This design comes from an exercise in tuning for small area and a short achievable clock period on the open sky130 flow, not from production work.
No run shown here included a check of the RTL's function; only the layout flow was run.
Power is estimated from default activity; no workload was simulated.

==> flow/design.v (outline; a module is shown in full before it is edited, if it fits) <==
// module conv_energy_tree: 1649 lines
// module conv_energy_add: 438 lines
// module conv_fa: 10 lines
// module conv_ha: 9 lines
// module conv_xnor: 7 lines
// module conv_or: 7 lines
// module conv_xor: 7 lines
// module conv_nor: 7 lines
// module conv_peak_detect: 111 lines
module conv_peak_detect
#(
  parameter int unsigned MAX_LEN = 8,
  parameter int unsigned IDX_W   = 4
) (
  input  logic                  clk,
  input  logic                  rst,
  input  logic                  in_valid,
  input  logic [2*conv_pkg::SAMPLE_W-1:0] in_data,
  output logic                  out_valid,
  output conv_pkg::energy_t        out_peak,
  output logic [IDX_W-1:0]      out_idx,
  output logic [IDX_W-1:0]      out_len,
  output logic                  out_ovf,
  output logic                  out_err
);
  // ...
==> flow/flow/run.sh <==
#!/bin/bash
set -euo pipefail
export BUFFER_PORTS_ARGS="-buffer_cell sky130_fd_sc_hd__buf_1"
export CTS_ARGS="-sink_clustering_enable -repair_clock_nets -sink_clustering_size 22 -sink_clustering_max_diameter 80 -dont_use_dummy_load"
bash standard.sh > standard.log 2>&1
==> flow/standard.sh <==
#!/bin/bash
# synth_recipe.tcl (not shown) runs the flow's synth.tcl, then flattens the netlist and writes it again
# the make line also repeats each setting of config.mk as NAME=value (left out here)
make -C /OpenROAD-flow-scripts/flow DESIGN_CONFIG=/design/flow/config.mk WORK_HOME=/design/flow/orfs CLKGATE_MAP_FILE= SYNTH_SCRIPT=/design/flow/synth_recipe.tcl "${@:-finish}"
==> flow/config.mk <==
export PLATFORM = sky130hd
export DESIGN_NAME = conv_peak_detect
export DESIGN_NICKNAME = conv_peak_detect
export VERILOG_FILES = /design/flow/design.v
export SDC_FILE = /design/flow/constraint.sdc
export NUM_CORES = 4
export LEC_CHECK = 0
export ABC_CLOCK_PERIOD_IN_PS = 4000
export CAP_MARGIN = 20
export CORE_MARGIN = 2
export CORE_UTILIZATION = 40
export CTS_CLUSTER_DIAMETER = 80
export CTS_CLUSTER_SIZE = 22
export PLACE_DENSITY = 0.6
export SETUP_SLACK_MARGIN = 4.2
export SLEW_MARGIN = 20
export SYNTH_HIERARCHICAL = 1
export SYNTH_MINIMUM_KEEP_SIZE = 0
==> flow/constraint.sdc <==
create_clock -name core_clock -period 7.5 [get_ports {clk}]
set_input_delay 1.5000 -clock core_clock [delete_from_list [all_inputs] [get_ports {clk}]]
set_output_delay 1.5000 -clock core_clock [all_outputs]
set_load 0.01 [all_outputs]
==> run notes, run 1 <==
outcome=timing/DRC/antenna clean; CP peak stage delay=0.64 ns; Mean Syn Cell Area=10.2 µm²; Num Clock Sinks=256; fin area=0.0187 mm²; Post-Synthesis Cells=1,789; Clk pwr share=13.0%; aggregate routed wire length=41.7 mm; comb pwr=0.00379 W; Worst Setup EP=r2_n[45]; via count=11,800; CTS HTree Levels=1; IO Pins=86; #FFs+latches synth=256; Flop pwr share=31.8%; utilization after layout=41.4%; RD Place Congestion=0.834; Worst-Margin Slew=0.876 ns; fin nets=2,077; dpl cells=2,284; clock buffer depth=3; Clk Latency, worst-skew pair=0.53 ns; top-count cell post-synth=nand2_1; worst ir drop on vdd=0.183 mV; Starting Density=40.4%
==> module conv_peak_detect, before the edit <==
module conv_peak_detect
#(
  parameter int unsigned MAX_LEN = 8,
  parameter int unsigned IDX_W   = 4
) (
  input  logic                  clk,
  input  logic                  rst,
  input  logic                  in_valid,
  input  logic [2*conv_pkg::SAMPLE_W-1:0] in_data,
  output logic                  out_valid,
  output conv_pkg::energy_t        out_peak,
  output logic [IDX_W-1:0]      out_idx,
  output logic [IDX_W-1:0]      out_len,
  output logic                  out_ovf,
  output logic                  out_err
);
  localparam int unsigned R_W = 81;
  logic             st_acc;
  logic             st_d1;
  logic             st_d2;
  logic             st_rep;
  logic             idle;
  logic [IDX_W-1:0] len;
  logic             ovf;
  logic             first;
  logic             accept;
  assign idle   = !(st_acc || st_d1 || st_d2 || st_rep);
  assign first  = idle && in_valid;
  assign accept = in_valid && (idle || (st_acc && len < IDX_W'(MAX_LEN)));
  logic                            v1, f1;
  logic [2*conv_pkg::SAMPLE_W-1:0] d1;
  logic            v2, f2;
  logic [R_W-1:0]  r2_n, r_t;
  logic            lc2_n, lc_t;
  conv_energy_tree u_tree (
    .re   (d1[2*conv_pkg::SAMPLE_W-1:conv_pkg::SAMPLE_W]),
    .im   (d1[conv_pkg::SAMPLE_W-1:0]),
    .r_n  (r_t),
    .lc_n (lc_t)
  );
  logic              v3, f3;
  conv_pkg::energy_t e3, e_t;
  conv_energy_add u_add (
    .r_n  (r2_n),
    .lc_n (lc2_n),
    .e    (e_t)
  );
  conv_pkg::energy_t max_e;
  conv_pkg::energy_t max_nxt;
  logic [2:0]        max_idx;
  logic [2:0]        idx_nxt;
  logic [2:0]        cnt3;
  logic [2:0]        idx3;
  logic              upd;
  assign idx3 = f3 ? 3'd0 : cnt3;
  assign upd     = v3 && (f3 || e3 > max_e);
  assign max_nxt = upd ? e3 : max_e;
  assign idx_nxt = upd ? idx3 : max_idx;
  always_ff @(posedge clk) begin
    d1    <= in_data;
    f1    <= first;
    r2_n  <= r_t;
    lc2_n <= lc_t;
    f2    <= f1;
    e3    <= e_t;
    f3    <= f2;
    if (first) begin
      len <= IDX_W'(1);
      ovf <= 1'b0;
    end else if (st_acc && in_valid) begin
      if (accept) len <= len + 1'b1;
      else        ovf <= 1'b1;
    end
    if (v3) cnt3 <= idx3 + 3'd1;
    max_e   <= max_nxt;
    max_idx <= idx_nxt;
  end
  always_ff @(posedge clk) begin
    if (rst) begin
      st_acc    <= 1'b0;
      st_d1     <= 1'b0;
      st_d2     <= 1'b0;
      st_rep    <= 1'b0;
      v1        <= 1'b0;
      v2        <= 1'b0;
      v3        <= 1'b0;
      out_valid <= 1'b0;
      out_peak  <= '0;
      out_idx   <= '0;
      out_len   <= '0;
      out_ovf   <= 1'b0;
      out_err   <= 1'b0;
    end else begin
      st_acc    <= in_valid && (idle || st_acc);
      st_d1     <= st_acc && !in_valid;
      st_d2     <= st_d1;
      st_rep    <= st_d2;
      v1        <= accept;
      v2        <= v1;
      v3        <= v2;
      out_valid <= st_d2;
      if (st_d2) begin
        out_peak <= max_nxt;
        out_idx  <= IDX_W'(idx_nxt);
        out_len  <= len;
        out_ovf  <= ovf;
      end
      if (in_valid && (st_d1 || st_d2 || st_rep)) out_err <= 1'b1;
    end
  end
endmodule
==> run 2: changes to the inputs <==
--- a/flow/design.v
+++ b/flow/design.v
@@ -9,3 +9,3 @@
   input  logic [17:0] im,
-  output logic [80:0] r_n,
+  output logic [109:0] r_n,
   output logic lc_n
@@ -866,58 +866,2 @@
   logic c854;
-  logic s855;
-  logic c856;
-  logic s857;
-  logic c858;
-  logic s859;
-  logic c860;
-  logic s861;
-  logic c862;
-  logic s863;
-  logic c864;
-  logic s865;
-  logic c866;
-  logic s867;
-  logic c868;
-  logic s869;
-  logic c870;
-  logic s871;
-  logic c872;
-  logic s873;
-  logic c874;
-  logic s875;
-  logic c876;
-  logic s877;
-  logic c878;
-  logic s879;
-  logic c880;
-  logic s881;
-  logic c882;
-  logic s883;
-  logic c884;
-  logic s885;
-  logic c886;
-  logic s887;
-  logic c888;
-  logic s889;
-  logic c890;
-  logic s891;
-  logic c892;
-  logic s893;
-  logic c894;
-  logic s895;
-  logic c896;
-  logic s897;
-  logic c898;
-  logic s899;
-  logic c900;
-  logic s901;
-  logic c902;
-  logic s903;
-  logic c904;
-  logic s905;
-  logic c906;
-  logic s907;
-  logic c908;
-  logic s909;
-  logic c910;
   assign p1 = ~re[0];
@@ -1519,140 +1463,142 @@
   conv_fa u_s813 (.a(c700), .b(c702), .c(s703), .s(s813), .co(c814));
-  conv_fa u_s815 (.a(c704), .b(s707), .c(c706), .s(s815), .co(c816));
-  conv_fa u_s817 (.a(c708), .b(s711), .c(c710), .s(s817), .co(c818));
-  conv_fa u_s819 (.a(c712), .b(s715), .c(c714), .s(s819), .co(c820));
-  conv_fa u_s821 (.a(c716), .b(c718), .c(s719), .s(s821), .co(c822));
-  conv_fa u_s823 (.a(c720), .b(s723), .c(c722), .s(s823), .co(c824));
-  conv_fa u_s825 (.a(c724), .b(s727), .c(c726), .s(s825), .co(c826));
-  conv_fa u_s827 (.a(c728), .b(s731), .c(c730), .s(s827), .co(c828));
-  conv_fa u_s829 (.a(c732), .b(s735), .c(c734), .s(s829), .co(c830));
-  conv_fa u_s831 (.a(c736), .b(s739), .c(c738), .s(s831), .co(c832));
-  conv_fa u_s833 (.a(c740), .b(s743), .c(c742), .s(s833), .co(c834));
-  conv_fa u_s835 (.a(c744), .b(s747), .c(c746), .s(s835), .co(c836));
-  conv_fa u_s837 (.a(c748), .b(s751), .c(c750), .s(s837), .co(c838));
-  conv_fa u_s839 (.a(s755), .b(c752), .c(c754), .s(s839), .co(c840));
-  conv_fa u_s841 (.a(s759), .b(c756), .c(c758), .s(s841), .co(c842));
-  conv_fa u_s843 (.a(c760), .b(s763), .c(s765), .s(s843), .co(c844));
-  conv_fa u_s845 (.a(c764), .b(s767), .c(c766), .s(s845), .co(c846));
-  conv_fa u_s847 (.a(c768), .b(s771), .c(s773), .s(s847), .co(c848));
-  conv_fa u_s849 (.a(s775), .b(c772), .c(c774), .s(s849), .co(c850));
-  conv_fa u_s851 (.a(c776), .b(s779), .c(c778), .s(s851), .co(c852));
-  conv_fa u_s853 (.a(c780), .b(s783), .c(s785), .s(s853), .co(c854));
-  conv_fa u_s855 (.a(s787), .b(c784), .c(s789), .s(s855), .co(c856));
-  conv_fa u_s857 (.a(c788), .b(s791), .c(s793), .s(s857), .co(c858));
-  conv_fa u_s859 (.a(p341), .b(c792), .c(s795), .s(s859), .co(c860));
-  conv_fa u_s861 (.a(p2), .b(p342), .c(s797), .s(s861), .co(c862));
-  conv_xnor u_s863 (.a(p35), .b(p4), .y(s863));
-  conv_or u_c864 (.a(p35), .b(p4), .y(c864));
-  conv_fa u_s865 (.a(p5), .b(c800), .c(s801), .s(s865), .co(c866));
-  conv_fa u_s867 (.a(c802), .b(s685), .c(s803), .s(s867), .co(c868));
-  conv_fa u_s869 (.a(c804), .b(s687), .c(s805), .s(s869), .co(c870));
-  conv_fa u_s871 (.a(c806), .b(s693), .c(s807), .s(s871), .co(c872));
-  conv_fa u_s873 (.a(c808), .b(s697), .c(s809), .s(s873), .co(c874));
-  conv_fa u_s875 (.a(s701), .b(c810), .c(s811), .s(s875), .co(c876));
-  conv_fa u_s877 (.a(c812), .b(s813), .c(s705), .s(s877), .co(c878));
-  conv_fa u_s879 (.a(c814), .b(s709), .c(s815), .s(s879), .co(c880));
-  conv_fa u_s881 (.a(s713), .b(c816), .c(s817), .s(s881), .co(c882));
-  conv_fa u_s883 (.a(s717), .b(c818), .c(s819), .s(s883), .co(c884));
-  conv_fa u_s885 (.a(s721), .b(c820), .c(s821), .s(s885), .co(c886));
-  conv_xnor u_s887 (.a(s781), .b(c850), .y(s887));
-  conv_or u_c888 (.a(s781), .b(c850), .y(c888));
-  conv_fa u_s889 (.a(c782), .b(s853), .c(c852), .s(s889), .co(c890));
-  conv_fa u_s891 (.a(c786), .b(s855), .c(c854), .s(s891), .co(c892));
-  conv_fa u_s893 (.a(c790), .b(s857), .c(c856), .s(s893), .co(c894));
-  conv_fa u_s895 (.a(c794), .b(s859), .c(c858), .s(s895), .co(c896));
-  conv_fa u_s897 (.a(c796), .b(s861), .c(c860), .s(s897), .co(c898));
-  conv_xnor u_s899 (.a(c798), .b(c862), .y(s899));
-  conv_or u_c900 (.a(c798), .b(c862), .y(c900));
-  conv_xnor u_s901 (.a(p1), .b(p172), .y(s901));
-  conv_or u_c902 (.a(p1), .b(p172), .y(c902));
-  conv_xnor u_s903 (.a(p174), .b(p3), .y(s903));
-  conv_or u_c904 (.a(p174), .b(p3), .y(c904));
-  conv_fa u_s905 (.a(c904), .b(s799), .c(s863), .s(s905), .co(c906));
-  conv_fa u_s907 (.a(c864), .b(c906), .c(s865), .s(s907), .co(c908));
-  conv_fa u_s909 (.a(c866), .b(s867), .c(c908), .s(s909), .co(c910));
-  assign r_n[0] = s901;   
-  assign r_n[1] = c902;   
-  assign r_n[2] = s903;   
-  assign r_n[3] = s905;   
-  assign r_n[4] = s907;   
-  assign r_n[5] = s909;   
-  assign r_n[6] = s869;   
-  assign r_n[7] = c868;   
-  assign r_n[8] = s871;   
-  assign r_n[9] = c870;   
-  assign r_n[10] = s873;   
-  assign r_n[11] = c872;   
-  assign r_n[12] = s875;   
-  assign r_n[13] = c874;   
-  assign r_n[14] = s877;   
-  assign r_n[15] = c876;   
-  assign r_n[16] = s879;   
-  assign r_n[17] = c878;   
-  assign r_n[18] = s881;   
-  assign r_n[19] = c880;   
-  assign r_n[20] = s883;   
-  assign r_n[21] = c882;   
-  assign r_n[22] = s885;   
-  assign r_n[23] = c884;   
-  assign r_n[24] = c822;   
-  assign r_n[25] = s725;   
-  assign r_n[26] = s823;   
-  assign r_n[27] = c886;   
-  assign r_n[28] = s729;   
-  assign r_n[29] = c824;   
-  assign r_n[30] = s825;   
-  assign r_n[31] = s733;   
-  assign r_n[32] = c826;   
-  assign r_n[33] = s827;   
-  assign r_n[34] = s737;   
-  assign r_n[35] = c828;   
-  assign r_n[36] = s829;   
-  assign r_n[37] = s741;   
-  assign r_n[38] = c830;   
-  assign r_n[39] = s831;   
-  assign r_n[40] = s745;   
-  assign r_n[41] = c832;   
-  assign r_n[42] = s833;   
-  assign r_n[43] = s749;   
-  assign r_n[44] = c834;   
-  assign r_n[45] = s835;   
-  assign r_n[46] = s753;   
-  assign r_n[47] = c836;   
-  assign r_n[48] = s837;   
-  assign r_n[49] = s757;   
-  assign r_n[50] = c838;   
-  assign r_n[51] = s839;   
-  assign r_n[52] = s761;   
-  assign r_n[53] = c840;   
-  assign r_n[54] = s841;   
-  assign r_n[55] = c762;   
-  assign r_n[56] = s843;   
-  assign r_n[57] = c842;   
-  assign r_n[58] = s769;   
-  assign r_n[59] = c844;   
-  assign r_n[60] = s845;   
-  assign r_n[61] = c770;   
-  assign r_n[62] = s847;   
-  assign r_n[63] = c846;   
-  assign r_n[64] = s777;   
-  assign r_n[65] = s849;   
-  assign r_n[66] = c848;   
-  assign r_n[67] = s851;   
-  assign r_n[68] = s887;   
-  assign r_n[69] = s889;   
-  assign r_n[70] = c888;   
-  assign r_n[71] = s891;   
-  assign r_n[72] = c890;   
-  assign r_n[73] = s893;   
-  assign r_n[74] = c892;   
-  assign r_n[75] = s895;   
-  assign r_n[76] = c894;   
-  assign r_n[77] = s897;   
-  assign r_n[78] = c896;   
-  assign r_n[79] = s899;   
-  assign r_n[80] = c898;   
-  assign lc_n = c910;
+  conv_xnor u_s815 (.a(c788), .b(s791), .y(s815));
+  conv_or u_c816 (.a(c788), .b(s791), .y(c816));
+  conv_fa u_s817 (.a(p341), .b(c792), .c(s795), .s(s817), .co(c818));
+  conv_fa u_s819 (.a(p2), .b(p342), .c(s797), .s(s819), .co(c820));
+  conv_xnor u_s821 (.a(p35), .b(p4), .y(s821));
+  conv_or u_c822 (.a(p35), .b(p4), .y(c822));
+  conv_fa u_s823 (.a(p5), .b(c800), .c(s801), .s(s823), .co(c824));
+  conv_fa u_s825 (.a(c802), .b(s685), .c(s803), .s(s825), .co(c826));
+  conv_fa u_s827 (.a(c804), .b(s687), .c(s805), .s(s827), .co(c828));
+  conv_fa u_s829 (.a(c806), .b(s693), .c(s807), .s(s829), .co(c830));
+  conv_fa u_s831 (.a(c808), .b(s697), .c(s809), .s(s831), .co(c832));
+  conv_fa u_s833 (.a(s701), .b(c810), .c(s811), .s(s833), .co(c834));
+  conv_fa u_s835 (.a(c812), .b(s813), .c(s705), .s(s835), .co(c836));
+  conv_xnor u_s837 (.a(s793), .b(s815), .y(s837));
+  conv_or u_c838 (.a(s793), .b(s815), .y(c838));
+  conv_fa u_s839 (.a(c794), .b(c816), .c(s817), .s(s839), .co(c840));
+  conv_fa u_s841 (.a(c796), .b(s819), .c(c818), .s(s841), .co(c842));
+  conv_xnor u_s843 (.a(c798), .b(c820), .y(s843));
+  conv_or u_c844 (.a(c798), .b(c820), .y(c844));
+  conv_xnor u_s845 (.a(p1), .b(p172), .y(s845));
+  conv_or u_c846 (.a(p1), .b(p172), .y(c846));
+  conv_xnor u_s847 (.a(p174), .b(p3), .y(s847));
+  conv_or u_c848 (.a(p174), .b(p3), .y(c848));
+  conv_fa u_s849 (.a(c848), .b(s799), .c(s821), .s(s849), .co(c850));
+  conv_fa u_s851 (.a(c822), .b(c850), .c(s823), .s(s851), .co(c852));
+  conv_fa u_s853 (.a(c824), .b(s825), .c(c852), .s(s853), .co(c854));
+  assign r_n[0] = s845;   
+  assign r_n[1] = c846;   
+  assign r_n[2] = s847;   
+  assign r_n[3] = s849;   
+  assign r_n[4] = s851;   
+  assign r_n[5] = s853;   
+  assign r_n[6] = s827;   
+  assign r_n[7] = c826;   
+  assign r_n[8] = s829;   
+  assign r_n[9] = c828;   
+  assign r_n[10] = s831;   
+  assign r_n[11] = c830;   
+  assign r_n[12] = s833;   
+  assign r_n[13] = c832;   
+  assign r_n[14] = s835;   
+  assign r_n[15] = c834;   
+  assign r_n[16] = c704;   
+  assign r_n[17] = s707;   
+  assign r_n[18] = c814;   
+  assign r_n[19] = c706;   
+  assign r_n[20] = s709;   
+  assign r_n[21] = c836;   
+  assign r_n[22] = c708;   
+  assign r_n[23] = s711;   
+  assign r_n[24] = c710;   
+  assign r_n[25] = s713;   
+  assign r_n[26] = c712;   
+  assign r_n[27] = s715;   
+  assign r_n[28] = c714;   
+  assign r_n[29] = s717;   
+  assign r_n[30] = c716;   
+  assign r_n[31] = c718;   
+  assign r_n[32] = s719;   
+  assign r_n[33] = s721;   
+  assign r_n[34] = c720;   
+  assign r_n[35] = s723;   
+  assign r_n[36] = c722;   
+  assign r_n[37] = s725;   
+  assign r_n[38] = c724;   
+  assign r_n[39] = s727;   
+  assign r_n[40] = c726;   
+  assign r_n[41] = s729;   
+  assign r_n[42] = c728;   
+  assign r_n[43] = s731;   
+  assign r_n[44] = c730;   
+  assign r_n[45] = s733;   
+  assign r_n[46] = c732;   
+  assign r_n[47] = s735;   
+  assign r_n[48] = c734;   
+  assign r_n[49] = s737;   
+  assign r_n[50] = c736;   
+  assign r_n[51] = s739;   
+  assign r_n[52] = c738;   
+  assign r_n[53] = s741;   
+  assign r_n[54] = c740;   
+  assign r_n[55] = s743;   
+  assign r_n[56] = c742;   
+  assign r_n[57] = s745;   
+  assign r_n[58] = c744;   
+  assign r_n[59] = s747;   
+  assign r_n[60] = c746;   
+  assign r_n[61] = s749;   
+  assign r_n[62] = c748;   
+  assign r_n[63] = s751;   
+  assign r_n[64] = c750;   
+  assign r_n[65] = s753;   
+  assign r_n[66] = s755;   
+  assign r_n[67] = c752;   
+  assign r_n[68] = c754;   
+  assign r_n[69] = s757;   
+  assign r_n[70] = s759;   
+  assign r_n[71] = c756;   
+  assign r_n[72] = c758;   
+  assign r_n[73] = s761;   
+  assign r_n[74] = c760;   
+  assign r_n[75] = s763;   
+  assign r_n[76] = s765;   
+  assign r_n[77] = c762;   
+  assign r_n[78] = c764;   
+  assign r_n[79] = s767;   
+  assign r_n[80] = c766;   
+  assign r_n[81] = s769;   
+  assign r_n[82] = c768;   
+  assign r_n[83] = s771;   
+  assign r_n[84] = s773;   
+  assign r_n[85] = c770;   
+  assign r_n[86] = s775;   
+  assign r_n[87] = c772;   
+  assign r_n[88] = c774;   
+  assign r_n[89] = s777;   
+  assign r_n[90] = c776;   
+  assign r_n[91] = s779;   
+  assign r_n[92] = c778;   
+  assign r_n[93] = s781;   
+  assign r_n[94] = c780;   
+  assign r_n[95] = s783;   
+  assign r_n[96] = s785;   
+  assign r_n[97] = c782;   
+  assign r_n[98] = s787;   
+  assign r_n[99] = c784;   
+  assign r_n[100] = s789;   
+  assign r_n[101] = c786;   
+  assign r_n[102] = c790;   
+  assign r_n[103] = s837;   
+  assign r_n[104] = s839;   
+  assign r_n[105] = c838;   
+  assign r_n[106] = s841;   
+  assign r_n[107] = c840;   
+  assign r_n[108] = s843;   
+  assign r_n[109] = c842;   
+  assign lc_n = c854;
 endmodule
 module conv_energy_add (
-  input  logic [80:0] r_n,
+  input  logic [109:0] r_n,
   input  logic lc_n,
@@ -1730,128 +1676,128 @@
   logic c70;
-  logic ep71;
-  logic eg72;
-  logic ep73;
-  logic eg74;
-  logic ep75;
-  logic eg76;
-  logic ep77;
-  logic eg78;
-  logic ep79;
-  logic eg80;
-  logic ep81;
-  logic eg82;
-  logic ep83;
-  logic eg84;
-  logic ep85;
-  logic eg86;
-  logic ep87;
-  logic eg88;
-  logic ep89;
-  logic eg90;
-  logic ep91;
-  logic eg92;
-  logic ep93;
-  logic eg94;
-  logic ep95;
-  logic eg96;
-  logic ep97;
-  logic eg98;
-  logic ep99;
-  logic eg100;
-  logic ep101;
-  logic eg102;
-  logic ep103;
-  logic eg104;
-  logic ep105;
-  logic eg106;
-  logic ep107;
-  logic eg108;
-  logic ep109;
-  logic eg110;
-  logic ep111;
-  logic eg112;
-  logic ep113;
-  logic eg114;
-  logic ep115;
-  logic eg116;
-  logic ep117;
-  logic eg118;
-  logic ep119;
-  logic eg120;
-  logic ep121;
-  logic eg122;
-  logic ep123;
-  logic eg124;
-  logic ep125;
-  logic eg126;
-  logic ep127;
-  logic eg128;
-  logic ep129;
-  logic eg130;
-  logic G131;
-  logic G132;
-  logic G133;
-  logic P134;
-  logic G135;
-  logic P136;
-  logic G137;
-  logic P138;
-  logic G139;
-  logic P140;
-  logic G141;
-  logic P142;
-  logic G143;
-  logic P144;
-  logic G145;
-  logic P146;
-  logic G147;
-  logic P148;
-  logic G149;
-  logic P150;
-  logic G151;
-  logic P152;
-  logic G153;
-  logic P154;
-  logic G155;
-  logic P156;
-  logic G157;
-  logic P158;
-  logic G159;
-  logic P160;
-  logic G161;
-  logic G162;
-  logic P163;
-  logic G164;
-  logic P165;
-  logic G166;
-  logic P167;
-  logic G168;
-  logic P169;
-  logic G170;
-  logic P171;
-  logic G172;
-  logic P173;
-  logic G174;
-  logic G175;
-  logic P176;
-  logic G177;
-  logic P178;
-  logic G179;
-  logic G180;
-  logic G181;
-  logic G182;
-  logic G183;
-  logic G184;
-  logic G185;
-  logic G186;
-  logic G187;
-  logic G188;
-  logic G189;
-  logic G190;
-  logic G191;
-  logic G192;
-  logic G193;
-  logic G194;
-  logic G195;
-  logic G196;
+  logic s71;
+  logic c72;
+  logic s73;
+  logic c74;
+  logic s75;
+  logic c76;
+  logic s77;
+  logic c78;
+  logic s79;
+  logic c80;
+  logic s81;
+  logic c82;
+  logic s83;
+  logic c84;
+  logic s85;
+  logic c86;
+  logic s87;
+  logic c88;
+  logic s89;
+  logic c90;
+  logic s91;
+  logic c92;
+  logic s93;
+  logic c94;
+  logic s95;
+  logic c96;
+  logic s97;
+  logic c98;
+  logic s99;
+  logic c100;
+  logic s101;
+  logic c102;
+  logic s103;
+  logic c104;
+  logic s105;
+  logic c106;
+  logic s107;
+  logic c108;
+  logic s109;
+  logic c110;
+  logic s111;
+  logic c112;
+  logic s113;
+  logic c114;
+  logic s115;
+  logic c116;
+  logic s117;
+  logic c118;
+  logic s119;
+  logic c120;
+  logic s121;
+  logic c122;
+  logic s123;
+  logic c124;
+  logic s125;
+  logic c126;
+  logic s127;
+  logic c128;
+  logic s129;
+  logic c130;
+  logic s131;
+  logic c132;
+  logic s133;
+  logic c134;
+  logic s135;
+  logic c136;
+  logic ep137;
+  logic eg138;
+  logic ep139;
+  logic eg140;
+  logic ep141;
+  logic eg142;
+  logic ep143;
+  logic eg144;
+  logic ep145;
+  logic eg146;
+  logic ep147;
+  logic eg148;
+  logic ep149;
+  logic eg150;
+  logic ep151;
+  logic eg152;
+  logic ep153;
+  logic eg154;
+  logic ep155;
+  logic eg156;
+  logic ep157;
+  logic eg158;
+  logic ep159;
+  logic eg160;
+  logic ep161;
+  logic eg162;
+  logic ep163;
+  logic eg164;
+  logic ep165;
+  logic eg166;
+  logic ep167;
+  logic eg168;
+  logic ep169;
+  logic eg170;
+  logic ep171;
+  logic eg172;
+  logic ep173;
+  logic eg174;
+  logic ep175;
+  logic eg176;
+  logic ep177;
+  logic eg178;
+  logic ep179;
+  logic eg180;
+  logic ep181;
+  logic eg182;
+  logic ep183;
+  logic eg184;
+  logic ep185;
+  logic eg186;
+  logic ep187;
+  logic eg188;
+  logic ep189;
+  logic eg190;
+  logic ep191;
+  logic eg192;
+  logic ep193;
+  logic eg194;
+  logic ep195;
+  logic eg196;
   logic G197;
@@ -1859,199 +1805,302 @@
   logic G199;
-  logic G200;
+  logic P200;
   logic G201;
-  logic G202;
+  logic P202;
   logic G203;
-  logic G204;
+  logic P204;
+  logic G205;
+  logic P206;
+  logic G207;
+  logic P208;
+  logic G209;
+  logic P210;
+  logic G211;
+  logic P212;
+  logic G213;
+  logic P214;
+  logic G215;
+  logic P216;
+  logic G217;
+  logic P218;
+  logic G219;
+  logic P220;
+  logic G221;
+  logic P222;
+  logic G223;
+  logic P224;
+  logic G225;
+  logic P226;
+  logic G227;
+  logic G228;
+  logic P229;
+  logic G230;
+  logic P231;
+  logic G232;
+  logic P233;
+  logic G234;
+  logic P235;
+  logic G236;
+  logic P237;
+  logic G238;
+  logic P239;
+  logic G240;
+  logic G241;
+  logic P242;
+  logic G243;
+  logic P244;
+  logic G245;
+  logic G246;
+  logic G247;
+  logic G248;
+  logic G249;
+  logic G250;
+  logic G251;
+  logic G252;
+  logic G253;
+  logic G254;
+  logic G255;
+  logic G256;
+  logic G257;
+  logic G258;
+  logic G259;
+  logic G260;
+  logic G261;
+  logic G262;
+  logic G263;
+  logic G264;
+  logic G265;
+  logic G266;
+  logic G267;
+  logic G268;
+  logic G269;
+  logic G270;
   logic lc;
   assign lc = ~lc_n;
-  conv_xnor u_s1 (.a(r_n[24]), .b(r_n[25]), .y(s1));
-  conv_or u_c2 (.a(r_n[24]), .b(r_n[25]), .y(c2));
-  conv_xnor u_s3 (.a(r_n[28]), .b(r_n[29]), .y(s3));
-  conv_or u_c4 (.a(r_n[28]), .b(r_n[29]), .y(c4));
-  conv_xnor u_s5 (.a(r_n[31]), .b(r_n[32]), .y(s5));
-  conv_or u_c6 (.a(r_n[31]), .b(r_n[32]), .y(c6));
-  conv_xnor u_s7 (.a(r_n[34]), .b(r_n[35]), .y(s7));
-  conv_or u_c8 (.a(r_n[34]), .b(r_n[35]), .y(c8));
-  conv_xnor u_s9 (.a(r_n[37]), .b(r_n[38]), .y(s9));
-  conv_or u_c10 (.a(r_n[37]), .b(r_n[38]), .y(c10));
-  conv_xnor u_s11 (.a(r_n[40]), .b(r_n[41]), .y(s11));
-  conv_or u_c12 (.a(r_n[40]), .b(r_n[41]), .y(c12));
-  conv_xnor u_s13 (.a(r_n[43]), .b(r_n[44]), .y(s13));
-  conv_or u_c14 (.a(r_n[43]), .b(r_n[44]), .y(c14));
+  conv_fa u_s1 (.a(r_n[16]), .b(r_n[17]), .c(r_n[18]), .s(s1), .co(c2));
+  conv_xnor u_s3 (.a(r_n[22]), .b(r_n[23]), .y(s3));
+  conv_or u_c4 (.a(r_n[22]), .b(r_n[23]), .y(c4));
+  conv_xnor u_s5 (.a(r_n[26]), .b(r_n[27]), .y(s5));
+  conv_or u_c6 (.a(r_n[26]), .b(r_n[27]), .y(c6));
+  conv_xnor u_s7 (.a(r_n[30]), .b(r_n[31]), .y(s7));
+  conv_or u_c8 (.a(r_n[30]), .b(r_n[31]), .y(c8));
+  conv_xnor u_s9 (.a(r_n[34]), .b(r_n[35]), .y(s9));
+  conv_or u_c10 (.a(r_n[34]), .b(r_n[35]), .y(c10));
+  conv_xnor u_s11 (.a(r_n[38]), .b(r_n[39]), .y(s11));
+  conv_or u_c12 (.a(r_n[38]), .b(r_n[39]), .y(c12));
+  conv_xnor u_s13 (.a(r_n[42]), .b(r_n[43]), .y(s13));
+  conv_or u_c14 (.a(r_n[42]), .b(r_n[43]), .y(c14));
   conv_xnor u_s15 (.a(r_n[46]), .b(r_n[47]), .y(s15));
   conv_or u_c16 (.a(r_n[46]), .b(r_n[47]), .y(c16));
-  conv_xnor u_s17 (.a(r_n[49]), .b(r_n[50]), .y(s17));
-  conv_or u_c18 (.a(r_n[49]), .b(r_n[50]), .y(c18));
-  conv_xnor u_s19 (.a(r_n[52]), .b(r_n[53]), .y(s19));
-  conv_or u_c20 (.a(r_n[52]), .b(r_n[53]), .y(c20));
-  conv_xnor u_s21 (.a(r_n[55]), .b(r_n[56]), .y(s21));
-  conv_or u_c22 (.a(r_n[55]), .b(r_n[56]), .y(c22));
-  conv_xnor u_s23 (.a(r_n[58]), .b(r_n[59]), .y(s23));
-  conv_or u_c24 (.a(r_n[58]), .b(r_n[59]), .y(c24));
-  conv_xnor u_s25 (.a(r_n[61]), .b(r_n[62]), .y(s25));
-  conv_or u_c26 (.a(r_n[61]), .b(r_n[62]), .y(c26));
-  conv_xnor u_s27 (.a(r_n[64]), .b(r_n[65]), .y(s27));
-  conv_or u_c28 (.a(r_n[64]), .b(r_n[65]), .y(c28));
-  conv_xnor u_s29 (.a(r_n[26]), .b(r_n[27]), .y(s29));
-  conv_or u_c30 (.a(r_n[26]), .b(r_n[27]), .y(c30));
-  conv_fa u_s31 (.a(r_n[30]), .b(c2), .c(s3), .s(s31), .co(c32));
-  conv_fa u_s33 (.a(r_n[33]), .b(c4), .c(s5), .s(s33), .co(c34));
-  conv_fa u_s35 (.a(r_n[36]), .b(c6), .c(s7), .s(s35), .co(c36));
-  conv_fa u_s37 (.a(r_n[39]), .b(c8), .c(s9), .s(s37), .co(c38));
-  conv_fa u_s39 (.a(r_n[42]), .b(c10), .c(s11), .s(s39), .co(c40));
-  conv_fa u_s41 (.a(r_n[45]), .b(c12), .c(s13), .s(s41), .co(c42));
-  conv_fa u_s43 (.a(r_n[48]), .b(c14), .c(s15), .s(s43), .co(c44));
-  conv_fa u_s45 (.a(r_n[51]), .b(c16), .c(s17), .s(s45), .co(c46));
-  conv_fa u_s47 (.a(r_n[54]), .b(c18), .c(s19), .s(s47), .co(c48));
-  conv_fa u_s49 (.a(r_n[57]), .b(c20), .c(s21), .s(s49), .co(c50));
-  conv_fa u_s51 (.a(r_n[60]), .b(c22), .c(s23), .s(s51), .co(c52));
-  conv_fa u_s53 (.a(r_n[63]), .b(c24), .c(s25), .s(s53), .co(c54));
-  conv_fa u_s55 (.a(r_n[66]), .b(c26), .c(s27), .s(s55), .co(c56));
-  conv_fa u_s57 (.a(r_n[67]), .b(r_n[68]), .c(c28), .s(s57), .co(c58));
-  conv_xnor u_s59 (.a(r_n[69]), .b(r_n[70]), .y(s59));
-  conv_or u_c60 (.a(r_n[69]), .b(r_n[70]), .y(c60));
-  conv_xnor u_s61 (.a(r_n[71]), .b(r_n[72]), .y(s61));
-  conv_or u_c62 (.a(r_n[71]), .b(r_n[72]), .y(c62));
-  conv_xnor u_s63 (.a(r_n[73]), .b(r_n[74]), .y(s63));
-  conv_or u_c64 (.a(r_n[73]), .b(r_n[74]), .y(c64));
-  conv_xnor u_s65 (.a(r_n[75]), .b(r_n[76]), .y(s65));
-  conv_or u_c66 (.a(r_n[75]), .b(r_n[76]), .y(c66));
-  conv_xnor u_s67 (.a(r_n[77]), .b(r_n[78]), .y(s67));
-  conv_or u_c68 (.a(r_n[77]), .b(r_n[78]), .y(c68));
-  conv_xnor u_s69 (.a(r_n[79]), .b(r_n[80]), .y(s69));
-  conv_or u_c70 (.a(r_n[79]), .b(r_n[80]), .y(c70));
-  conv_xor u_ep71 (.a(r_n[6]), .b(r_n[7]), .y(ep71));
-  conv_nor u_eg72 (.a(r_n[6]), .b(r_n[7]), .y(eg72));
-  conv_xor u_ep73 (.a(r_n[8]), .b(r_n[9]), .y(ep73));
-  conv_nor u_eg74 (.a(r_n[8]), .b(r_n[9]), .y(eg74));
-  conv_xor u_ep75 (.a(r_n[10]), .b(r_n[11]), .y(ep75));
-  conv_nor u_eg76 (.a(r_n[10]), .b(r_n[11]), .y(eg76));
-  conv_xor u_ep77 (.a(r_n[12]), .b(r_n[13]), .y(ep77));
-  conv_nor u_eg78 (.a(r_n[12]), .b(r_n[13]), .y(eg78));
-  conv_xor u_ep79 (.a(r_n[14]), .b(r_n[15]), .y(ep79));
-  conv_nor u_eg80 (.a(r_n[14]), .b(r_n[15]), .y(eg80));
-  conv_xor u_ep81 (.a(r_n[16]), .b(r_n[17]), .y(ep81));
-  conv_nor u_eg82 (.a(r_n[16]), .b(r_n[17]), .y(eg82));
-  conv_xor u_ep83 (.a(r_n[18]), .b(r_n[19]), .y(ep83));
-  conv_nor u_eg84 (.a(r_n[18]), .b(r_n[19]), .y(eg84));
-  conv_xor u_ep85 (.a(r_n[20]), .b(r_n[21]), .y(ep85));
-  conv_nor u_eg86 (.a(r_n[20]), .b(r_n[21]), .y(eg86));
-  conv_xor u_ep87 (.a(r_n[22]), .b(r_n[23]), .y(ep87));
-  conv_nor u_eg88 (.a(r_n[22]), .b(r_n[23]), .y(eg88));
-  conv_xor u_ep89 (.a(s1), .b(s29), .y(ep89));
-  conv_nor u_eg90 (.a(s1), .b(s29), .y(eg90));
-  conv_xor u_ep91 (.a(s31), .b(c30), .y(ep91));
-  conv_nor u_eg92 (.a(s31), .b(c30), .y(eg92));
-  conv_xor u_ep93 (.a(s33), .b(c32), .y(ep93));
-  conv_nor u_eg94 (.a(s33), .b(c32), .y(eg94));
-  conv_xor u_ep95 (.a(s35), .b(c34), .y(ep95));
-  conv_nor u_eg96 (.a(s35), .b(c34), .y(eg96));
-  conv_xor u_ep97 (.a(s37), .b(c36), .y(ep97));
-  conv_nor u_eg98 (.a(s37), .b(c36), .y(eg98));
-  conv_xor u_ep99 (.a(s39), .b(c38), .y(ep99));
-  conv_nor u_eg100 (.a(s39), .b(c38), .y(eg100));
-  conv_xor u_ep101 (.a(s41), .b(c40), .y(ep101));
-  conv_nor u_eg102 (.a(s41), .b(c40), .y(eg102));
-  conv_xor u_ep103 (.a(s43), .b(c42), .y(ep103));
-  conv_nor u_eg104 (.a(s43), .b(c42), .y(eg104));
-  conv_xor u_ep105 (.a(s45), .b(c44), .y(ep105));
-  conv_nor u_eg106 (.a(s45), .b(c44), .y(eg106));
-  conv_xor u_ep107 (.a(s47), .b(c46), .y(ep107));
-  conv_nor u_eg108 (.a(s47), .b(c46), .y(eg108));
-  conv_xor u_ep109 (.a(s49), .b(c48), .y(ep109));
-  conv_nor u_eg110 (.a(s49), .b(c48), .y(eg110));
-  conv_xor u_ep111 (.a(s51), .b(c50), .y(ep111));
-  conv_nor u_eg112 (.a(s51), .b(c50), .y(eg112));
-  conv_xor u_ep113 (.a(s53), .b(c52), .y(ep113));
-  conv_nor u_eg114 (.a(s53), .b(c52), .y(eg114));
-  conv_xor u_ep115 (.a(s55), .b(c54), .y(ep115));
-  conv_nor u_eg116 (.a(s55), .b(c54), .y(eg116));
-  conv_xor u_ep117 (.a(s57), .b(c56), .y(ep117));
-  conv_nor u_eg118 (.a(s57), .b(c56), .y(eg118));
-  conv_xor u_ep119 (.a(s59), .b(c58), .y(ep119));
-  conv_nor u_eg120 (.a(s59), .b(c58), .y(eg120));
-  conv_xor u_ep121 (.a(s61), .b(c60), .y(ep121));
-  conv_nor u_eg122 (.a(s61), .b(c60), .y(eg122));
-  conv_xor u_ep123 (.a(s63), .b(c62), .y(ep123));
-  conv_nor u_eg124 (.a(s63), .b(c62), .y(eg124));
-  conv_xor u_ep125 (.a(s65), .b(c64), .y(ep125));
-  conv_nor u_eg126 (.a(s65), .b(c64), .y(eg126));
-  conv_xor u_ep127 (.a(s67), .b(c66), .y(ep127));
-  conv_nor u_eg128 (.a(s67), .b(c66), .y(eg128));
-  conv_xor u_ep129 (.a(s69), .b(c68), .y(ep129));
-  conv_nor u_eg130 (.a(s69), .b(c68), .y(eg130));
-  assign G131 = eg72 | (ep71 & lc);
-  assign G132 = eg74 | (ep73 & G131);
-  assign G133 = eg78 | (ep77 & eg76);
-  assign P134 = ep77 & ep75;
-  assign G135 = eg82 | (ep81 & eg80);
-  assign P136 = ep81 & ep79;
-  assign G137 = eg86 | (ep85 & eg84);
-  assign P138 = ep85 & ep83;
-  assign G139 = eg90 | (ep89 & eg88);
-  assign P140 = ep89 & ep87;
-  assign G141 = eg94 | (ep93 & eg92);
-  assign P142 = ep93 & ep91;
-  assign G143 = eg98 | (ep97 & eg96);
-  assign P144 = ep97 & ep95;
-  assign G145 = eg102 | (ep101 & eg100);
-  assign P146 = ep101 & ep99;
-  assign G147 = eg106 | (ep105 & eg104);
-  assign P148 = ep105 & ep103;
-  assign G149 = eg110 | (ep109 & eg108);
-  assign P150 = ep109 & ep107;
-  assign G151 = eg114 | (ep113 & eg112);
-  assign P152 = ep113 & ep111;
-  assign G153 = eg118 | (ep117 & eg116);
-  assign P154 = ep117 & ep115;
-  assign G155 = eg122 | (ep121 & eg120);
-  assign P156 = ep121 & ep119;
-  assign G157 = eg126 | (ep125 & eg124);
-  assign P158 = ep125 & ep123;
-  assign G159 = eg130 | (ep129 & eg128);
-  assign P160 = ep129 & ep127;
-  assign G161 = G133 | (P134 & G132);
-  assign G162 = G137 | (P138 & G135);
-  assign P163 = P138 & P136;
-  assign G164 = G141 | (P142 & G139);
-  assign P165 = P142 & P140;
-  assign G166 = G145 | (P146 & G143);
-  assign P167 = P146 & P144;
-  assign G168 = G149 | (P150 & G147);
-  assign P169 = P150 & P148;
-  assign G170 = G153 | (P154 & G151);
-  assign P171 = P154 & P152;
-  assign G172 = G157 | (P158 & G155);
-  assign P173 = P158 & P156;
-  assign G174 = G162 | (P163 & G161);
-  assign G175 = G166 | (P167 & G164);
-  assign P176 = P167 & P165;
-  assign G177 = G170 | (P171 & G168);
-  assign P178 = P171 & P169;
-  assign G179 = G175 | (P176 & G174);
-  assign G180 = G177 | (P178 & G179);
-  assign G181 = G164 | (P165 & G174);
-  assign G182 = G168 | (P169 & G179);
-  assign G183 = G172 | (P173 & G180);
-  assign G184 = G135 | (P136 & G161);
-  assign G185 = G139 | (P140 & G174);
-  assign G186 = G143 | (P144 & G181);
-  assign G187 = G147 | (P148 & G179);
-  assign G188 = G151 | (P152 & G182);
-  assign G189 = G155 | (P156 & G180);
-  assign G190 = G159 | (P160 & G183);
-  assign G191 = eg76 | (ep75 & G132);
-  assign G192 = eg80 | (ep79 & G161);
-  assign G193 = eg84 | (ep83 & G184);
-  assign G194 = eg88 | (ep87 & G174);
-  assign G195 = eg92 | (ep91 & G185);
-  assign G196 = eg96 | (ep95 & G181);
-  assign G197 = eg100 | (ep99 & G186);
-  assign G198 = eg104 | (ep103 & G179);
-  assign G199 = eg108 | (ep107 & G187);
-  assign G200 = eg112 | (ep111 & G182);
-  assign G201 = eg116 | (ep115 & G188);
-  assign G202 = eg120 | (ep119 & G180);
-  assign G203 = eg124 | (ep123 & G189);
-  assign G204 = eg128 | (ep127 & G183);
+  conv_xnor u_s17 (.a(r_n[50]), .b(r_n[51]), .y(s17));
+  conv_or u_c18 (.a(r_n[50]), .b(r_n[51]), .y(c18));
+  conv_xnor u_s19 (.a(r_n[54]), .b(r_n[55]), .y(s19));
+  conv_or u_c20 (.a(r_n[54]), .b(r_n[55]), .y(c20));
+  conv_xnor u_s21 (.a(r_n[58]), .b(r_n[59]), .y(s21));
+  conv_or u_c22 (.a(r_n[58]), .b(r_n[59]), .y(c22));
+  conv_xnor u_s23 (.a(r_n[62]), .b(r_n[63]), .y(s23));
+  conv_or u_c24 (.a(r_n[62]), .b(r_n[63]), .y(c24));
+  conv_xnor u_s25 (.a(r_n[66]), .b(r_n[67]), .y(s25));
+  conv_or u_c26 (.a(r_n[66]), .b(r_n[67]), .y(c26));
+  conv_xnor u_s27 (.a(r_n[70]), .b(r_n[71]), .y(s27));
+  conv_or u_c28 (.a(r_n[70]), .b(r_n[71]), .y(c28));
+  conv_xnor u_s29 (.a(r_n[74]), .b(r_n[75]), .y(s29));
+  conv_or u_c30 (.a(r_n[74]), .b(r_n[75]), .y(c30));
+  conv_xnor u_s31 (.a(r_n[78]), .b(r_n[79]), .y(s31));
+  conv_or u_c32 (.a(r_n[78]), .b(r_n[79]), .y(c32));
+  conv_xnor u_s33 (.a(r_n[82]), .b(r_n[83]), .y(s33));
+  conv_or u_c34 (.a(r_n[82]), .b(r_n[83]), .y(c34));
+  conv_xnor u_s35 (.a(r_n[86]), .b(r_n[87]), .y(s35));
+  conv_or u_c36 (.a(r_n[86]), .b(r_n[87]), .y(c36));
+  conv_xnor u_s37 (.a(r_n[90]), .b(r_n[91]), .y(s37));
+  conv_or u_c38 (.a(r_n[90]), .b(r_n[91]), .y(c38));
+  conv_xnor u_s39 (.a(r_n[94]), .b(r_n[95]), .y(s39));
+  conv_or u_c40 (.a(r_n[94]), .b(r_n[95]), .y(c40));
+  conv_xnor u_s41 (.a(r_n[100]), .b(r_n[101]), .y(s41));
+  conv_or u_c42 (.a(r_n[100]), .b(r_n[101]), .y(c42));
+  conv_xnor u_s43 (.a(r_n[19]), .b(r_n[20]), .y(s43));
+  conv_or u_c44 (.a(r_n[19]), .b(r_n[20]), .y(c44));
+  conv_fa u_s45 (.a(r_n[24]), .b(r_n[25]), .c(s3), .s(s45), .co(c46));
+  conv_fa u_s47 (.a(r_n[28]), .b(r_n[29]), .c(c4), .s(s47), .co(c48));
+  conv_fa u_s49 (.a(r_n[32]), .b(r_n[33]), .c(c6), .s(s49), .co(c50));
+  conv_fa u_s51 (.a(r_n[36]), .b(r_n[37]), .c(c8), .s(s51), .co(c52));
+  conv_fa u_s53 (.a(r_n[40]), .b(r_n[41]), .c(c10), .s(s53), .co(c54));
+  conv_fa u_s55 (.a(r_n[44]), .b(r_n[45]), .c(c12), .s(s55), .co(c56));
+  conv_fa u_s57 (.a(r_n[48]), .b(r_n[49]), .c(c14), .s(s57), .co(c58));
+  conv_fa u_s59 (.a(r_n[52]), .b(r_n[53]), .c(c16), .s(s59), .co(c60));
+  conv_fa u_s61 (.a(r_n[56]), .b(r_n[57]), .c(c18), .s(s61), .co(c62));
+  conv_fa u_s63 (.a(r_n[60]), .b(r_n[61]), .c(c20), .s(s63), .co(c64));
+  conv_fa u_s65 (.a(r_n[64]), .b(r_n[65]), .c(c22), .s(s65), .co(c66));
+  conv_fa u_s67 (.a(r_n[68]), .b(r_n[69]), .c(c24), .s(s67), .co(c68));
+  conv_fa u_s69 (.a(r_n[72]), .b(r_n[73]), .c(c26), .s(s69), .co(c70));
+  conv_fa u_s71 (.a(r_n[76]), .b(r_n[77]), .c(c28), .s(s71), .co(c72));
+  conv_fa u_s73 (.a(r_n[80]), .b(r_n[81]), .c(c30), .s(s73), .co(c74));
+  conv_fa u_s75 (.a(r_n[84]), .b(r_n[85]), .c(c32), .s(s75), .co(c76));
+  conv_fa u_s77 (.a(r_n[88]), .b(r_n[89]), .c(c34), .s(s77), .co(c78));
+  conv_fa u_s79 (.a(r_n[92]), .b(r_n[93]), .c(c36), .s(s79), .co(c80));
+  conv_fa u_s81 (.a(r_n[96]), .b(r_n[97]), .c(c38), .s(s81), .co(c82));
+  conv_fa u_s83 (.a(r_n[98]), .b(r_n[99]), .c(c40), .s(s83), .co(c84));
+  conv_xnor u_s85 (.a(r_n[102]), .b(r_n[103]), .y(s85));
+  conv_or u_c86 (.a(r_n[102]), .b(r_n[103]), .y(c86));
+  conv_xnor u_s87 (.a(r_n[21]), .b(s43), .y(s87));
+  conv_or u_c88 (.a(r_n[21]), .b(s43), .y(c88));
+  conv_fa u_s89 (.a(c44), .b(c2), .c(s45), .s(s89), .co(c90));
+  conv_fa u_s91 (.a(s5), .b(c46), .c(s47), .s(s91), .co(c92));
+  conv_fa u_s93 (.a(s7), .b(c48), .c(s49), .s(s93), .co(c94));
+  conv_fa u_s95 (.a(s9), .b(c50), .c(s51), .s(s95), .co(c96));
+  conv_fa u_s97 (.a(s11), .b(c52), .c(s53), .s(s97), .co(c98));
+  conv_fa u_s99 (.a(s13), .b(c54), .c(s55), .s(s99), .co(c100));
+  conv_fa u_s101 (.a(s15), .b(c56), .c(s57), .s(s101), .co(c102));
+  conv_fa u_s103 (.a(s17), .b(c58), .c(s59), .s(s103), .co(c104));
+  conv_fa u_s105 (.a(s19), .b(c60), .c(s61), .s(s105), .co(c106));
+  conv_fa u_s107 (.a(s21), .b(c62), .c(s63), .s(s107), .co(c108));
+  conv_fa u_s109 (.a(s23), .b(c64), .c(s65), .s(s109), .co(c110));
+  conv_fa u_s111 (.a(s25), .b(c66), .c(s67), .s(s111), .co(c112));
+  conv_fa u_s113 (.a(s27), .b(c68), .c(s69), .s(s113), .co(c114));
+  conv_fa u_s115 (.a(s29), .b(c70), .c(s71), .s(s115), .co(c116));
+  conv_fa u_s117 (.a(s31), .b(c72), .c(s73), .s(s117), .co(c118));
+  conv_fa u_s119 (.a(s33), .b(c74), .c(s75), .s(s119), .co(c120));
+  conv_fa u_s121 (.a(s35), .b(c76), .c(s77), .s(s121), .co(c122));
+  conv_fa u_s123 (.a(s37), .b(c78), .c(s79), .s(s123), .co(c124));
+  conv_fa u_s125 (.a(s39), .b(c80), .c(s81), .s(s125), .co(c126));
+  conv_fa u_s127 (.a(s41), .b(c82), .c(s83), .s(s127), .co(c128));
+  conv_fa u_s129 (.a(c42), .b(s85), .c(c84), .s(s129), .co(c130));
+  conv_fa u_s131 (.a(r_n[104]), .b(r_n[105]), .c(c86), .s(s131), .co(c132));
+  conv_xnor u_s133 (.a(r_n[106]), .b(r_n[107]), .y(s133));
+  conv_or u_c134 (.a(r_n[106]), .b(r_n[107]), .y(c134));
+  conv_xnor u_s135 (.a(r_n[108]), .b(r_n[109]), .y(s135));
+  conv_or u_c136 (.a(r_n[108]), .b(r_n[109]), .y(c136));
+  conv_xor u_ep137 (.a(r_n[6]), .b(r_n[7]), .y(ep137));
+  conv_nor u_eg138 (.a(r_n[6]), .b(r_n[7]), .y(eg138));
+  conv_xor u_ep139 (.a(r_n[8]), .b(r_n[9]), .y(ep139));
+  conv_nor u_eg140 (.a(r_n[8]), .b(r_n[9]), .y(eg140));
+  conv_xor u_ep141 (.a(r_n[10]), .b(r_n[11]), .y(ep141));
+  conv_nor u_eg142 (.a(r_n[10]), .b(r_n[11]), .y(eg142));
+  conv_xor u_ep143 (.a(r_n[12]), .b(r_n[13]), .y(ep143));
+  conv_nor u_eg144 (.a(r_n[12]), .b(r_n[13]), .y(eg144));
+  conv_xor u_ep145 (.a(r_n[14]), .b(r_n[15]), .y(ep145));
+  conv_nor u_eg146 (.a(r_n[14]), .b(r_n[15]), .y(eg146));
+  conv_xor u_ep147 (.a(s1), .b(s87), .y(ep147));
+  conv_nor u_eg148 (.a(s1), .b(s87), .y(eg148));
+  conv_xor u_ep149 (.a(s89), .b(c88), .y(ep149));
+  conv_nor u_eg150 (.a(s89), .b(c88), .y(eg150));
+  conv_xor u_ep151 (.a(s91), .b(c90), .y(ep151));
+  conv_nor u_eg152 (.a(s91), .b(c90), .y(eg152));
+  conv_xor u_ep153 (.a(s93), .b(c92), .y(ep153));
+  conv_nor u_eg154 (.a(s93), .b(c92), .y(eg154));
+  conv_xor u_ep155 (.a(s95), .b(c94), .y(ep155));
+  conv_nor u_eg156 (.a(s95), .b(c94), .y(eg156));
+  conv_xor u_ep157 (.a(s97), .b(c96), .y(ep157));
+  conv_nor u_eg158 (.a(s97), .b(c96), .y(eg158));
+  conv_xor u_ep159 (.a(s99), .b(c98), .y(ep159));
+  conv_nor u_eg160 (.a(s99), .b(c98), .y(eg160));
+  conv_xor u_ep161 (.a(s101), .b(c100), .y(ep161));
+  conv_nor u_eg162 (.a(s101), .b(c100), .y(eg162));
+  conv_xor u_ep163 (.a(s103), .b(c102), .y(ep163));
+  conv_nor u_eg164 (.a(s103), .b(c102), .y(eg164));
+  conv_xor u_ep165 (.a(s105), .b(c104), .y(ep165));
+  conv_nor u_eg166 (.a(s105), .b(c104), .y(eg166));
+  conv_xor u_ep167 (.a(s107), .b(c106), .y(ep167));
+  conv_nor u_eg168 (.a(s107), .b(c106), .y(eg168));
+  conv_xor u_ep169 (.a(s109), .b(c108), .y(ep169));
+  conv_nor u_eg170 (.a(s109), .b(c108), .y(eg170));
+  conv_xor u_ep171 (.a(s111), .b(c110), .y(ep171));
+  conv_nor u_eg172 (.a(s111), .b(c110), .y(eg172));
+  conv_xor u_ep173 (.a(s113), .b(c112), .y(ep173));
+  conv_nor u_eg174 (.a(s113), .b(c112), .y(eg174));
+  conv_xor u_ep175 (.a(s115), .b(c114), .y(ep175));
+  conv_nor u_eg176 (.a(s115), .b(c114), .y(eg176));
+  conv_xor u_ep177 (.a(s117), .b(c116), .y(ep177));
+  conv_nor u_eg178 (.a(s117), .b(c116), .y(eg178));
+  conv_xor u_ep179 (.a(s119), .b(c118), .y(ep179));
+  conv_nor u_eg180 (.a(s119), .b(c118), .y(eg180));
+  conv_xor u_ep181 (.a(s121), .b(c120), .y(ep181));
+  conv_nor u_eg182 (.a(s121), .b(c120), .y(eg182));
+  conv_xor u_ep183 (.a(s123), .b(c122), .y(ep183));
+  conv_nor u_eg184 (.a(s123), .b(c122), .y(eg184));
+  conv_xor u_ep185 (.a(s125), .b(c124), .y(ep185));
+  conv_nor u_eg186 (.a(s125), .b(c124), .y(eg186));
+  conv_xor u_ep187 (.a(s127), .b(c126), .y(ep187));
+  conv_nor u_eg188 (.a(s127), .b(c126), .y(eg188));
+  conv_xor u_ep189 (.a(s129), .b(c128), .y(ep189));
+  conv_nor u_eg190 (.a(s129), .b(c128), .y(eg190));
+  conv_xor u_ep191 (.a(s131), .b(c130), .y(ep191));
+  conv_nor u_eg192 (.a(s131), .b(c130), .y(eg192));
+  conv_xor u_ep193 (.a(s133), .b(c132), .y(ep193));
+  conv_nor u_eg194 (.a(s133), .b(c132), .y(eg194));
+  conv_xor u_ep195 (.a(s135), .b(c134), .y(ep195));
+  conv_nor u_eg196 (.a(s135), .b(c134), .y(eg196));
+  assign G197 = eg138 | (ep137 & lc);
+  assign G198 = eg140 | (ep139 & G197);
+  assign G199 = eg144 | (ep143 & eg142);
+  assign P200 = ep143 & ep141;
+  assign G201 = eg148 | (ep147 & eg146);
+  assign P202 = ep147 & ep145;
+  assign G203 = eg152 | (ep151 & eg150);
+  assign P204 = ep151 & ep149;
+  assign G205 = eg156 | (ep155 & eg154);
+  assign P206 = ep155 & ep153;
+  assign G207 = eg160 | (ep159 & eg158);
+  assign P208 = ep159 & ep157;
+  assign G209 = eg164 | (ep163 & eg162);
+  assign P210 = ep163 & ep161;
+  assign G211 = eg168 | (ep167 & eg166);
+  assign P212 = ep167 & ep165;
+  assign G213 = eg172 | (ep171 & eg170);
+  assign P214 = ep171 & ep169;
+  assign G215 = eg176 | (ep175 & eg174);
+  assign P216 = ep175 & ep173;
+  assign G217 = eg180 | (ep179 & eg178);
+  assign P218 = ep179 & ep177;
+  assign G219 = eg184 | (ep183 & eg182);
+  assign P220 = ep183 & ep181;
+  assign G221 = eg188 | (ep187 & eg186);
+  assign P222 = ep187 & ep185;
+  assign G223 = eg192 | (ep191 & eg190);
+  assign P224 = ep191 & ep189;
+  assign G225 = eg196 | (ep195 & eg194);
+  assign P226 = ep195 & ep193;
+  assign G227 = G199 | (P200 & G198);
+  assign G228 = G203 | (P204 & G201);
+  assign P229 = P204 & P202;
+  assign G230 = G207 | (P208 & G205);
+  assign P231 = P208 & P206;
+  assign G232 = G211 | (P212 & G209);
+  assign P233 = P212 & P210;
+  assign G234 = G215 | (P216 & G213);
+  assign P235 = P216 & P214;
+  assign G236 = G219 | (P220 & G217);
+  assign P237 = P220 & P218;
+  assign G238 = G223 | (P224 & G221);
+  assign P239 = P224 & P222;
+  assign G240 = G228 | (P229 & G227);
+  assign G241 = G232 | (P233 & G230);
+  assign P242 = P233 & P231;
+  assign G243 = G236 | (P237 & G234);
+  assign P244 = P237 & P235;
+  assign G245 = G241 | (P242 & G240);
+  assign G246 = G243 | (P244 & G245);
+  assign G247 = G230 | (P231 & G240);
+  assign G248 = G234 | (P235 & G245);
+  assign G249 = G238 | (P239 & G246);
+  assign G250 = G201 | (P202 & G227);
+  assign G251 = G205 | (P206 & G240);
+  assign G252 = G209 | (P210 & G247);
+  assign G253 = G213 | (P214 & G245);
+  assign G254 = G217 | (P218 & G248);
+  assign G255 = G221 | (P222 & G246);
+  assign G256 = G225 | (P226 & G249);
+  assign G257 = eg142 | (ep141 & G198);
+  assign G258 = eg146 | (ep145 & G227);
+  assign G259 = eg150 | (ep149 & G250);
+  assign G260 = eg154 | (ep153 & G240);
+  assign G261 = eg158 | (ep157 & G251);
+  assign G262 = eg162 | (ep161 & G247);
+  assign G263 = eg166 | (ep165 & G252);
+  assign G264 = eg170 | (ep169 & G245);
+  assign G265 = eg174 | (ep173 & G253);
+  assign G266 = eg178 | (ep177 & G248);
+  assign G267 = eg182 | (ep181 & G254);
+  assign G268 = eg186 | (ep185 & G246);
+  assign G269 = eg190 | (ep189 & G255);
+  assign G270 = eg194 | (ep193 & G249);
   assign e[0] = ~r_n[0];
@@ -2062,32 +2111,32 @@
   assign e[5] = ~r_n[5];
-  assign e[6] = ep71 ^ lc;
-  assign e[7] = ep73 ^ G131;
-  assign e[8] = ep75 ^ G132;
-  assign e[9] = ep77 ^ G191;
-  assign e[10] = ep79 ^ G161;
-  assign e[11] = ep81 ^ G192;
-  assign e[12] = ep83 ^ G184;
-  assign e[13] = ep85 ^ G193;
-  assign e[14] = ep87 ^ G174;
-  assign e[15] = ep89 ^ G194;
-  assign e[16] = ep91 ^ G185;
-  assign e[17] = ep93 ^ G195;
-  assign e[18] = ep95 ^ G181;
-  assign e[19] = ep97 ^ G196;
-  assign e[20] = ep99 ^ G186;
-  assign e[21] = ep101 ^ G197;
-  assign e[22] = ep103 ^ G179;
-  assign e[23] = ep105 ^ G198;
-  assign e[24] = ep107 ^ G187;
-  assign e[25] = ep109 ^ G199;
-  assign e[26] = ep111 ^ G182;
-  assign e[27] = ep113 ^ G200;
-  assign e[28] = ep115 ^ G188;
-  assign e[29] = ep117 ^ G201;
-  assign e[30] = ep119 ^ G180;
-  assign e[31] = ep121 ^ G202;
-  assign e[32] = ep123 ^ G189;
-  assign e[33] = ep125 ^ G203;
-  assign e[34] = ep127 ^ G183;
-  assign e[35] = ep129 ^ G204;
+  assign e[6] = ep137 ^ lc;
+  assign e[7] = ep139 ^ G197;
+  assign e[8] = ep141 ^ G198;
+  assign e[9] = ep143 ^ G257;
+  assign e[10] = ep145 ^ G227;
+  assign e[11] = ep147 ^ G258;
+  assign e[12] = ep149 ^ G250;
+  assign e[13] = ep151 ^ G259;
+  assign e[14] = ep153 ^ G240;
+  assign e[15] = ep155 ^ G260;
+  assign e[16] = ep157 ^ G251;
+  assign e[17] = ep159 ^ G261;
+  assign e[18] = ep161 ^ G247;
+  assign e[19] = ep163 ^ G262;
+  assign e[20] = ep165 ^ G252;
+  assign e[21] = ep167 ^ G263;
+  assign e[22] = ep169 ^ G245;
+  assign e[23] = ep171 ^ G264;
+  assign e[24] = ep173 ^ G253;
+  assign e[25] = ep175 ^ G265;
+  assign e[26] = ep177 ^ G248;
+  assign e[27] = ep179 ^ G266;
+  assign e[28] = ep181 ^ G254;
+  assign e[29] = ep183 ^ G267;
+  assign e[30] = ep185 ^ G246;
+  assign e[31] = ep187 ^ G268;
+  assign e[32] = ep189 ^ G255;
+  assign e[33] = ep191 ^ G269;
+  assign e[34] = ep193 ^ G249;
+  assign e[35] = ep195 ^ G270;
 endmodule
@@ -2156,3 +2205,3 @@
 );
-  localparam int unsigned R_W = 81;
+  localparam int unsigned R_W = 110;
   logic             st_acc;
--- a/flow/config.mk
+++ b/flow/config.mk
@@ -14,3 +14,3 @@
 export PLACE_DENSITY = 0.6
-export SETUP_SLACK_MARGIN = 4.2
+export SETUP_SLACK_MARGIN = 4.4
 export SLEW_MARGIN = 20
==> run notes, run 2 <==
Clk pwr share=10.8% (was 13.0%); Net Sw Frac=43.9% (was 42.6%); Post-Synthesis Cells=1,857 (was 1,789); WHS=0.336 ns (was 0.335 ns); DRC Markers=0 (unchanged); IO Pins=86 (unchanged); critical-path maximum fanout=3 (was 19); Worst-Margin Slew=0.855 ns (was 0.876 ns); gr usage total=18.1% (was 17.6%); synth cell count leaders=334 x nand2_1, 282 x dfxtp_1, 273 x fa_1 (was 334 x nand2_1, 273 x fa_1, 253 x dfxtp_1); P per Cell Area=450 mW/mm² (was 366 mW/mm²); footprint of the multi-input gates=0.0119 mm² (was 0.0116 mm²); via count=12,300 (was 11,800); Clk Latency, worst-skew pair=0.52 ns (was 0.53 ns); #FFs+latches synth=285 (was 256); r2r setup slk=4.14 ns (was 4.23 ns); clock slew at reported path FFs=0.09 ns (was 0.08 ns); first-pass GRT wire length=70.7 mm (was 66.0 mm); synth top area cells=dfxtp_1 30%, fa_1 29%, buf_4 7.0%, nand2_1 6.6%, ha_1 3.6% (was fa_1 30%, dfxtp_1 28%, nand2_1 6.9%, buf_4 6.2%, ha_1 3.8%); Num Clock Sinks=285 (was 256); Ys Warns=7 (unchanged); Site Rows=80 (was 78); clock buffer depth=3 (unchanged); Flop pwr share=26.8% (was 31.8%); Die Height=223 µm (was 218 µm); via density per instance=5.16 (was 5.11); Largest register FFs=110 (was 81); Max transition margin=43.0% (was 41.6%); commonest non-fill, non-tap cell in the layout=nand2_1 (unchanged); Synth-to-Final Area Change=3.44% (was 2.68%); post-synthesis adder-cell area fraction=32.2% (was 33.7%); number of port buffers=84 (unchanged); aggregate routed wire length=45.1 mm (was 41.7 mm); Pleak=7.20 nW (was 6.81 nW); WL per Instance=18.9 µm (was 18.1 µm); Yosys top cell area share=29.5% (was 30.0%); top-count cell post-synth=nand2_1 (unchanged); largest net degree at the start of global routing=118 (unchanged); Root Buffer=clkbuf_16 (unchanged); die area=0.0495 mm² (was 0.0473 mm²); reg2reg path depth=13 (was 6); main combinational cell family by area after synthesis=adder cells (unchanged); FF-to-FF End=e3[25] (was r2_n[45]); CTS HTree Levels=1 (unchanged); Mean Syn Cell Area=10.3 µm² (was 10.2 µm²); Hold-fix buffers, CTS=0 (unchanged); Worst Setup EP=e3[25] (was r2_n[45]); Starting Density=40.3% (was 40.4%); Worst setup EP type=flop (unchanged); final setup TNS=0 ns (unchanged); ant diodes=0 (unchanged); Syn Nets=2,224 (was 2,156); fill count=4,571 (was 4,365); CORE AREA=0.0474 mm² (was 0.0452 mm²); reg2reg start=r2_n[23] (was d1[13]); fin nets=2,139 (was 2,077); Int Pwr=0.00499 W (was 0.00394 W); EDFF count, synth=3 (unchanged); initial antenna violation count=0 (unchanged); endpoints failing hold=0 (unchanged); RD Place Congestion=0.851 (was 0.834); area of the mapped netlist=0.0191 mm² (was 0.0182 mm²); post-DP HPWL=29.6 mm (was 28.2 mm); share of total power in combinational logic=62.4% (was 55.2%); commonest cells after routing, fill and taps aside=332 x nand2_1, 273 x fa_1, 251 x dfxtp_1 (was 334 x nand2_1, 273 x fa_1, 220 x dfxtp_1); outcome=timing/DRC/antenna clean (unchanged); DR iter-0 viols=862 (was 679); register name with the most flops=r2_n (unchanged); worst ir drop on vdd=0.299 mV (was 0.183 mV); share of cells above drive strength 1=11.1% (was 8.02%); multiplexer area fraction after synthesis=0.609% (was 0.638%)
## run 2: cell types whose count changed after synthesis, sizes merged
cell	delta
buf	+29
dfxtp	+29
or2	+5
xnor2	+5
## run 2: per-stage QoR
stage               util (%)  setup slack, ns  cells  instance area, µm²  power (W)
floorplan                  -             4.46   1857               19100    0.00623
global placement        39.4             3.76   2341               18700    0.00693
detailed placement      39.4             3.75   2341               18700    0.00704
CTS                     40.9             4.14   2369               19400    0.00832
global route            41.7             4.03   2385               19800    0.00970
finish                  41.7             4.14   2385               19800    0.00890
## run 2: critical path: stages, from the launching register on
cell,delay [ns]
dfxtp_2,0.33
or2_1,0.23
fa_1,0.46
fa_1,0.53
xor2_2,0.22
nand3_2,0.13
a211oi_2,0.06
o31a_1,0.32
buf_6,0.14
or2_4,0.23
a31o_1,0.22
ha_1,0.19
nor2_2,0.10
xnor2_1,0.11
## run 2: Yosys stat by module (local to each module, per instance), excerpt
module	cell area (µm²)	cells	flops+latches	times used
conv_energy_add	812	124	0	1
conv_energy_tree	2840	522	0	1
conv_ha	12.5	1	0	1
conv_or	6.26	1	0	48
conv_peak_detect	8880	780	285	1
conv_xnor	8.76	1	0	50
conv_xor	8.76	1	0	30
## run 2: power by group through the flow
stage	logic, W	clock network (W)	registers, W
finish	0.00556	0.000961	0.00238
global route	0.00623	0.00104	0.00243
CTS	0.00494	0.000995	0.00238
detailed placement	0.00463	0	0.00242
global placement	0.00453	0	0.00240
floorplan	0.00394	0	0.00229
## run 2: layout make-up
type / instances / share of cell area [%]
multi-input cells: 1300 / 60.4
flip-flops and latches: 285 / 29.2
well taps: 615 / 3.89
repair buffers: 112 / 3.03
clock buffers: 19 / 2.40
inverters: 54 / 1.03
## run 2: routing by layer
layer / global-route usage [%] / part of all wire (%) / wire length, µm
met4: 5.50 / 2.8 / 1270
met3: 3.21 / 6.6 / 2960
met1: 24.9 / 45 / 20100
met5: 0 / 0 / 0
met2: 29.2 / 46 / 20800
## run 2: worst min path at each step
stage / to / startpoint / slack (ns) / cells past startpoint
2_1_floorplan: f2 / f1 / 0.31 / 0
3_3_place_gp: f3 / f2 / 0.32 / 0
3_5_place_dp: f3 / f2 / 0.31 / 0
4_1_cts: f2 / f1 / 0.34 / 0
5_1_grt: f3 / f2 / 0.35 / 0
6_report: f2 / f1 / 0.34 / 0
## run 2: logic make-up (layout without fill, tap and decap cells)
family | Yosys count | count (layout)
simple gates | 673 | 680
compound gates | 184 | 184
other cells | 1 | 1
xor+xnor | 97 | 97
buf+inv | 279 | 185
flops | 285 | 285
mux | 10 | 10
fa+ha+maj | 328 | 328
## run 2: timing repair
item	in CTS	in global routing
pin swaps	18	17
cloned	7	0
setup endpoints to repair	127	54
buffers inserted	2	15
endpoints found under the hold margin	0	0
resized for setup	55	37

[separate check: timing with driven ports]
The flow's constraints put no driver on any port. The routed layouts listed below were extracted and timed again, unchanged, in two steps.
Step 1, drivers: a clkbuf_16 drives clk and a buf_2 each remaining input, both assumed.
Step 2 adds t to the input delays and takes it off the output delays; t is the mean of the earliest and latest rising clock arrival at the registers after step 1. Input paths then give back, and output paths get back, about the clock's delay inside the block.
Slacks: ideal ports / drivers / drivers and shift; pairs: ideal ports / drivers.
| run | t, ns | slack for setup (ns) | hold WS [ns] | worst register clock-pin slew, ns |
|---|---|---|---|---|
| run 1 | 0.562 | 4.234 / 4.234 / 4.234 | 0.335 / 0.335 / 0.335 | 0.10 / 0.10 |
| run 2 | 0.565 | 4.135 / 4.135 / 4.135 | 0.336 / 0.336 / 0.336 | 0.09 / 0.09 |
After both steps every run listed still meets setup and hold.
